What follows belongs to an exercise in optimizing a design on an open flow for small area and a short achievable clock period; a production flow would make more cautious choices.
Function was checked by simulation only, so behaviour that the tests miss may differ from the original.

File: flow/design.v
package life_pkg;
    typedef enum logic [2:0] {
        S_IDLE,
        S_FILL,
        S_RUN,
        S_DRAIN,
        S_LAST
    } state_t;
    localparam logic [8:0] CONWAY_BIRTH   = 9'b000001000;
    localparam logic [8:0] CONWAY_SURVIVE = 9'b000001100;
endpackage
module life_rule_cell (
    input  logic [8:0] window,
    input  logic [8:0] birth_mask,
    input  logic [8:0] survive_mask,
    output logic       next
);
    logic [3:0] n;
    always_comb begin
        n = '0;
        for (int i = 0; i < 9; i++) begin
            if (i != 4) n = n + {3'b000, window[i]};
        end
        next = window[4] ? survive_mask[n] : birth_mask[n];
    end
endmodule
module life_row_engine #(
    parameter int WIDTH  = 64,
    parameter int HEIGHT = 32,
    parameter int WRAP   = 0
) (
    input  logic                                 clk,
    input  logic                                 rst_n,
    input  logic                                 start,
    input  logic [8:0]                           birth_mask,
    input  logic [8:0]                           survive_mask,
    input  logic                                 in_valid,
    output logic                                 in_ready,
    input  logic [WIDTH-1:0]                     in_row,
    output logic                                 out_valid,
    input  logic                                 out_ready,
    output logic [WIDTH-1:0]                     out_row,
    output logic                                 out_last,
    output logic                                 busy,
    output logic                                 gen_done,
    output logic [$clog2(WIDTH*HEIGHT+1)-1:0]    alive_count,
    output logic                                 stable
);
    localparam int CW = $clog2(WIDTH*HEIGHT+1);
    localparam int RW = $clog2(HEIGHT+1);
    life_pkg::state_t state, state_nxt;
    logic [8:0]       birth_q, survive_q;
    logic [WIDTH-1:0] prev_row, cur_row, below_row, new_row;
    logic [WIDTH+1:0] ext_p, ext_c, ext_b;
    logic [RW-1:0]    row_cnt;
    logic             out_free, start_go, fill_acc, load_run, load_drain, last_hs;
    always_ff @(posedge clk or negedge rst_n) begin
        if (!rst_n) state <= life_pkg::S_IDLE;
        else        state <= state_nxt;
    end
    always_comb begin
        state_nxt = state;
        case (state)
            life_pkg::S_IDLE:  if (start_go)                                state_nxt = life_pkg::S_FILL;
            life_pkg::S_FILL:  if (fill_acc)                                state_nxt = life_pkg::S_RUN;
            life_pkg::S_RUN:   if (load_run && row_cnt == RW'(HEIGHT - 1))  state_nxt = life_pkg::S_DRAIN;
            life_pkg::S_DRAIN: if (load_drain)                              state_nxt = life_pkg::S_LAST;
            life_pkg::S_LAST:  if (last_hs)                                 state_nxt = life_pkg::S_IDLE;
            default:                                              state_nxt = life_pkg::S_IDLE;
        endcase
    end
    always_comb begin
        out_free = !out_valid || out_ready;
        in_ready = 1'b0;
        case (state)
            life_pkg::S_FILL:  in_ready = 1'b1;
            life_pkg::S_RUN:   in_ready = out_free;
            default: in_ready = 1'b0;
        endcase
        busy       = (state != life_pkg::S_IDLE);
        start_go   = (state == life_pkg::S_IDLE) && start;
        fill_acc   = (state == life_pkg::S_FILL) && in_valid;
        load_run   = (state == life_pkg::S_RUN) && in_valid && in_ready;
        load_drain = (state == life_pkg::S_DRAIN) && out_free;
        last_hs    = (state == life_pkg::S_LAST) && out_valid && out_ready;
    end
    logic [CW-1:0] new_pop;
    always_comb begin
        new_pop = '0;
        for (int i = 0; i < WIDTH; i++) new_pop = new_pop + CW'(new_row[i]);
    end
    assign below_row = (state == life_pkg::S_DRAIN) ? '0 : in_row;
    generate
        if (WRAP != 0) begin : g_wrap
            assign ext_p = {prev_row[0],  prev_row,  prev_row[WIDTH-1]};
            assign ext_c = {cur_row[0],   cur_row,   cur_row[WIDTH-1]};
            assign ext_b = {below_row[0], below_row, below_row[WIDTH-1]};
        end else begin : g_zero
            assign ext_p = {1'b0, prev_row,  1'b0};
            assign ext_c = {1'b0, cur_row,   1'b0};
            assign ext_b = {1'b0, below_row, 1'b0};
        end
    endgenerate
    for (genvar i = 0; i < WIDTH; i++) begin : g_cell
        life_rule_cell u_cell (
            .window      ({ext_b[i+2:i], ext_c[i+2:i], ext_p[i+2:i]}),
            .birth_mask  (birth_q),
            .survive_mask(survive_q),
            .next        (new_row[i])
        );
    end
    always_ff @(posedge clk or negedge rst_n) begin
        if (!rst_n) begin
            birth_q     <= life_pkg::CONWAY_BIRTH;
            survive_q   <= life_pkg::CONWAY_SURVIVE;
            prev_row    <= '0;
            cur_row     <= '0;
            row_cnt     <= '0;
            out_row     <= '0;
            out_valid   <= 1'b0;
            out_last    <= 1'b0;
            gen_done    <= 1'b0;
            alive_count <= '0;
            stable      <= 1'b0;
        end else begin
            gen_done <= last_hs;
            if (start_go) begin
                birth_q     <= birth_mask;
                survive_q   <= survive_mask;
                prev_row    <= '0;
                row_cnt     <= '0;
                alive_count <= '0;
                stable      <= 1'b1;
            end
            if (fill_acc) begin
                cur_row <= in_row;
                row_cnt <= row_cnt + RW'(1);
            end
            if (load_run || load_drain) begin
                out_row     <= new_row;
                out_valid   <= 1'b1;
                out_last    <= load_drain;
                alive_count <= alive_count + new_pop;
                if (new_row != cur_row) stable <= 1'b0;
            end else if (out_valid && out_ready) begin
                out_valid <= 1'b0;
            end
            if (load_run) begin
                prev_row <= cur_row;
                cur_row  <= in_row;
                row_cnt  <= row_cnt + RW'(1);
            end
        end
    end
endmodule
File: flow/run.sh
#!/bin/bash
# synth_recipe.tcl (not shown) runs the flow's synth.tcl, then flattens the netlist and writes it again
# the make line also repeats each setting of config.mk as NAME=value (left out here)
make -C /OpenROAD-flow-scripts/flow DESIGN_CONFIG=/design/flow/config.mk WORK_HOME=/design/flow/orfs CLKGATE_MAP_FILE= SYNTH_SCRIPT=/design/flow/synth_recipe.tcl finish
File: flow/config.mk
export PLATFORM = sky130hd
export DESIGN_NAME = life_row_engine
export DESIGN_NICKNAME = life_row_engine
export VERILOG_FILES = /design/flow/design.v
export SDC_FILE = /design/flow/constraint.sdc
export NUM_CORES = 4
export LEC_CHECK = 0
export CAP_MARGIN = 20
export CORE_MARGIN = 2
export CORE_UTILIZATION = 40
export SLEW_MARGIN = 20
File: flow/constraint.sdc
create_clock -name core_clock -period 11.5 [get_ports {clk}]
set_input_delay 2.3000 -clock core_clock [delete_from_list [all_inputs] [get_ports {clk}]]
set_output_delay 2.3000 -clock core_clock [all_outputs]
set_load 0.01 [all_outputs]
==> out/qor.csv <==
stage,metric,value,unit
place,Detailed Place HPWL,88600,um
synth,"flops & latches, synth",235,
critical_path,Critical R2R Launch,state[2],
sta,final period utilization,96.5,%
sta,max-slew violations,0,
final_layout,most frequent cells in the layout,"inv_1 (473), nand2_1 (372), fa_1 (306)",
synth,"Top FF cell, synth",dfrtp_1,
sta,Final min period,11100,ps
synth,synth unique cells,76,
sta,setup_tns,0,ps
die,Die Ht,292,um
clock_network,Clock Tree Buf Depth,3,
sta,clk_skew,29.0,ps
die,Core ar.,82100,um^2
clock_network,htree depth,2,
clock_network,clk latency of the worst-skew pair,570,ps
drt,Via Count,27400,
hold_path,Min-Delay Path Depth,1,
die,full die area,85300,um^2
grt,initial antenna violation count,4,
hold_path,Hold EP,alive_count[11],
sta,max_slew headroom,8.94,%
final_layout,layout cell share with drive strength beyond 1,19.6,%
clock_network,CTS tree,done,
drt,drt first pass iters,5,
critical_path,type of destination of the critical path,flip-flop,
critical_path,CP most frequent cell,fa_1,
synth,"EDFF count, synth",0,
drt,drc violations,0,
outcome,run status,no timing/DRC/antenna violations,
final_layout,final-stage net count,4095,
synth,Post-synth ARST share,100,%
run,Max-cap violations,0,
sta,Final WS setup,399,ps
sta,final setup violation count,0,
die,Die X,292,um
final_layout,Final Util,46.9,%
grt,largest net degree at the start of global routing,146,
place,DP Worst Slack,-559,ps
place,Port Buf Inserts,168,
clock_network,TritonCTS buffer count,34,
sta,Slew @ Worst Pin,1370,ps
clock_network,CTS root buffer,clkbuf_16,
synth,Yosys top cell by area,fa_1,
clock_network,Worst-path clk slew,60,ps
critical_path,critical path arrival,11530,ps
drt,Routed wire per std cell,26.4,um
final_layout,final instance area,38500,um^2
sta,Fin. Hold Viols,0,
synth,sequential fraction of the synthesis area,17.7,%
critical_path,r2r endpoint,alive_count[9],
hold_path,HP Class,reg -> reg,
drt,Antenna Nets Post-Route,0,
hold_path,hold wc startpoint,alive_count[11],
critical_path,Worst path slowest cell,fa_1,
critical_path,FF-to-FF setup slack,870,ps
final_layout,"commonest non-fill, non-tap cell in the layout",inv_1,
synth,syn nets,3884,
synth,Synth Warn #,2,
final_layout,# fillers,7598,
critical_path,Setup CP Type,in -> reg,
final_layout,area growth from synthesis to layout,15.9,%
place,placed instance area,37300,um^2
place,routability congestion estimate,0.991,
synth,synthesized area,33200,um^2
critical_path,CP Launch Type,primary input,
synth,share of the synthesized area in the top cell type,18.6,%
grt,all-layer global routing usage,28.6,%
synth,ranking of synthesized cells by area,"fa_1 (19%), dfrtp_1 (17%), mux4_2 (16%)",
drt,initial drt markers,2615,
die,Boundary Pins,169,
grt,aggregate global routing overflow,0,
synth,Mapped Cells,3272,
sta,fmax,90.1,MHz
critical_path,slowest cell delay on critical path,590,ps
clock_network,CTS sink cnt,235,
synth,average size of a mapped cell,10.1,um^2
grt,vias in the first global route,27800,
drt,Post-Route WL,121000,um
drt,Vias/cell,5.98,
critical_path,CP Data Required Time,11930,ps
critical_path,Reg2Reg Depth,33,
die,FP Rows,105,
grt,first-pass GRT wire length,182000,um
critical_path,critical-path maximum fanout,3,
die,Initial Util,40.4,%
==> metrics by stage <==
| step | cells | hold slack, ps |
|---|---|---|
| floorplan | 3272 | 478 |
| global placement | 4515 | 474 |
| detailed placement | 4515 | 469 |
| CTS | 4575 | 493 |
| global route | 4577 | 514 |
| finish | 4581 | 493 |
==> cells in the mapped netlist, types with 12 or more instances <==
cell,number
mux4_1,25
mux4_2,235
dfrtp_1,232
mux2i_1,156
clkbuf_1,211
buf_2,37
nand2b_1,12
nand3_1,21
o211ai_1,13
mux2_2,59
a311oi_1,27
ha_1,217
nor2b_1,68
xnor2_1,50
nand2_1,373
o21ai_0,188
a21oi_1,102
buf_6,14
nor3_1,15
xor2_1,56
o31ai_1,69
inv_1,473
fa_1,308
and3b_1,27
nand4_1,14
nor4_1,17
nor2_1,84
==> critical path, delay by kind of cell <==
kind	cells	cell delay [ps]
AO/OA/AOI/OAI	9	1360
buffers and inverters	6	1020
adder cells (fa/ha/maj)	12	5760
multiplexers	2	480
AND/OR/NAND/NOR	2	350
XOR/XNOR	1	270
==> cell type report <==
class                      instances  area (um^2)  share of cell area [%]
multi-input combinational       2282        24400                    63.5
sequential                       235         5910                    15.4
timing repair buffer             456         3920                    10.2
inverter                         474         1780                    4.62
tap                             1070         1340                    3.48
clock buffer                      46          957                    2.49
clock inverter                    14          144                   0.374
antenna                            4         10.0                  0.0260
==> worst max path at each step <==
stage | depth (start not counted) | end | slack (ps) | startpoint
floorplan | 33 | alive_count[10] | 560 | in_row[53]
global placement | 34 | alive_count[10] | -520 | in_row[34]
detailed placement | 34 | alive_count[10] | -560 | in_row[34]
CTS | 34 | alive_count[10] | 8 | in_row[34]
global route | 34 | alive_count[10] | -40 | in_row[34]
finish | 32 | alive_count[9] | 400 | in_row[41]
==> metal layers <==
| layer | vias to the layer above | part of all wire [%] | GRT usage [%] |
|---|---|---|---|
| li1 | 11800 | - | - |
| met1 | 13700 | 41 | 39.2 |
| met2 | 1591 | 42 | 41.5 |
| met3 | 300 | 12 | 8.49 |
| met4 | 2 | 5.3 | 13.3 |
| met5 | - | 0.0099 | 0 |
==> cell families after synthesis <==
group | synth area share, %
adder cells (fa/ha/maj) | 26.8
AO/OA/AOI/OAI | 9.19
XOR/XNOR | 2.80
AND/OR/NAND/NOR | 9.80
multiplexers | 24.7
buffers and inverters | 9.08
flip-flops | 17.7
==> flip-flops by register name, indices dropped and copies added, names as in the netlist <==
| signal | count |
|---|---|
| stable | 1 |
| cur_row | 64 |
| alive_count | 12 |
| prev_row | 64 |
| out_valid | 1 |
| out_last | 1 |
| out_row | 64 |
| gen_done | 1 |
| row_cnt | 6 |
| state | 3 |
| birth_q | 9 |
| survive_q | 9 |
==> what timing repair did <==
action,in CTS,in global routing
pin swaps,0,4
hold buffers,0,0
gates resized for setup,1,21
setup endpoints to repair,1,6
cloned,0,0
setup buffers,0,2

-- separate check: timing with driven ports --
The flow's constraints put no driver on any port. The routed layout listed below was extracted and timed again, unchanged, in two steps. Step 1: set_driving_cell puts a clkbuf_16 on clk and a buf_2 on each other input, an assumption about the parent block. Step 2 moves the port delays by t, midway between the first and last clock arrival at a register: inputs arrive t later, outputs are due t later. That takes back most of the time a late clock gives input paths. Three values: no drivers, after step 1, after step 2; two values: the first two.
t, ns: 0.627
slack for setup (ns): 0.399 / 0.426 / -0.201
worst setup path after step 2: input to register
Met with ideal ports but missed after step 2: setup timing in this run. The setup slack of this run moves by +0.027 ns with the drivers and by -0.600 ns with both steps.
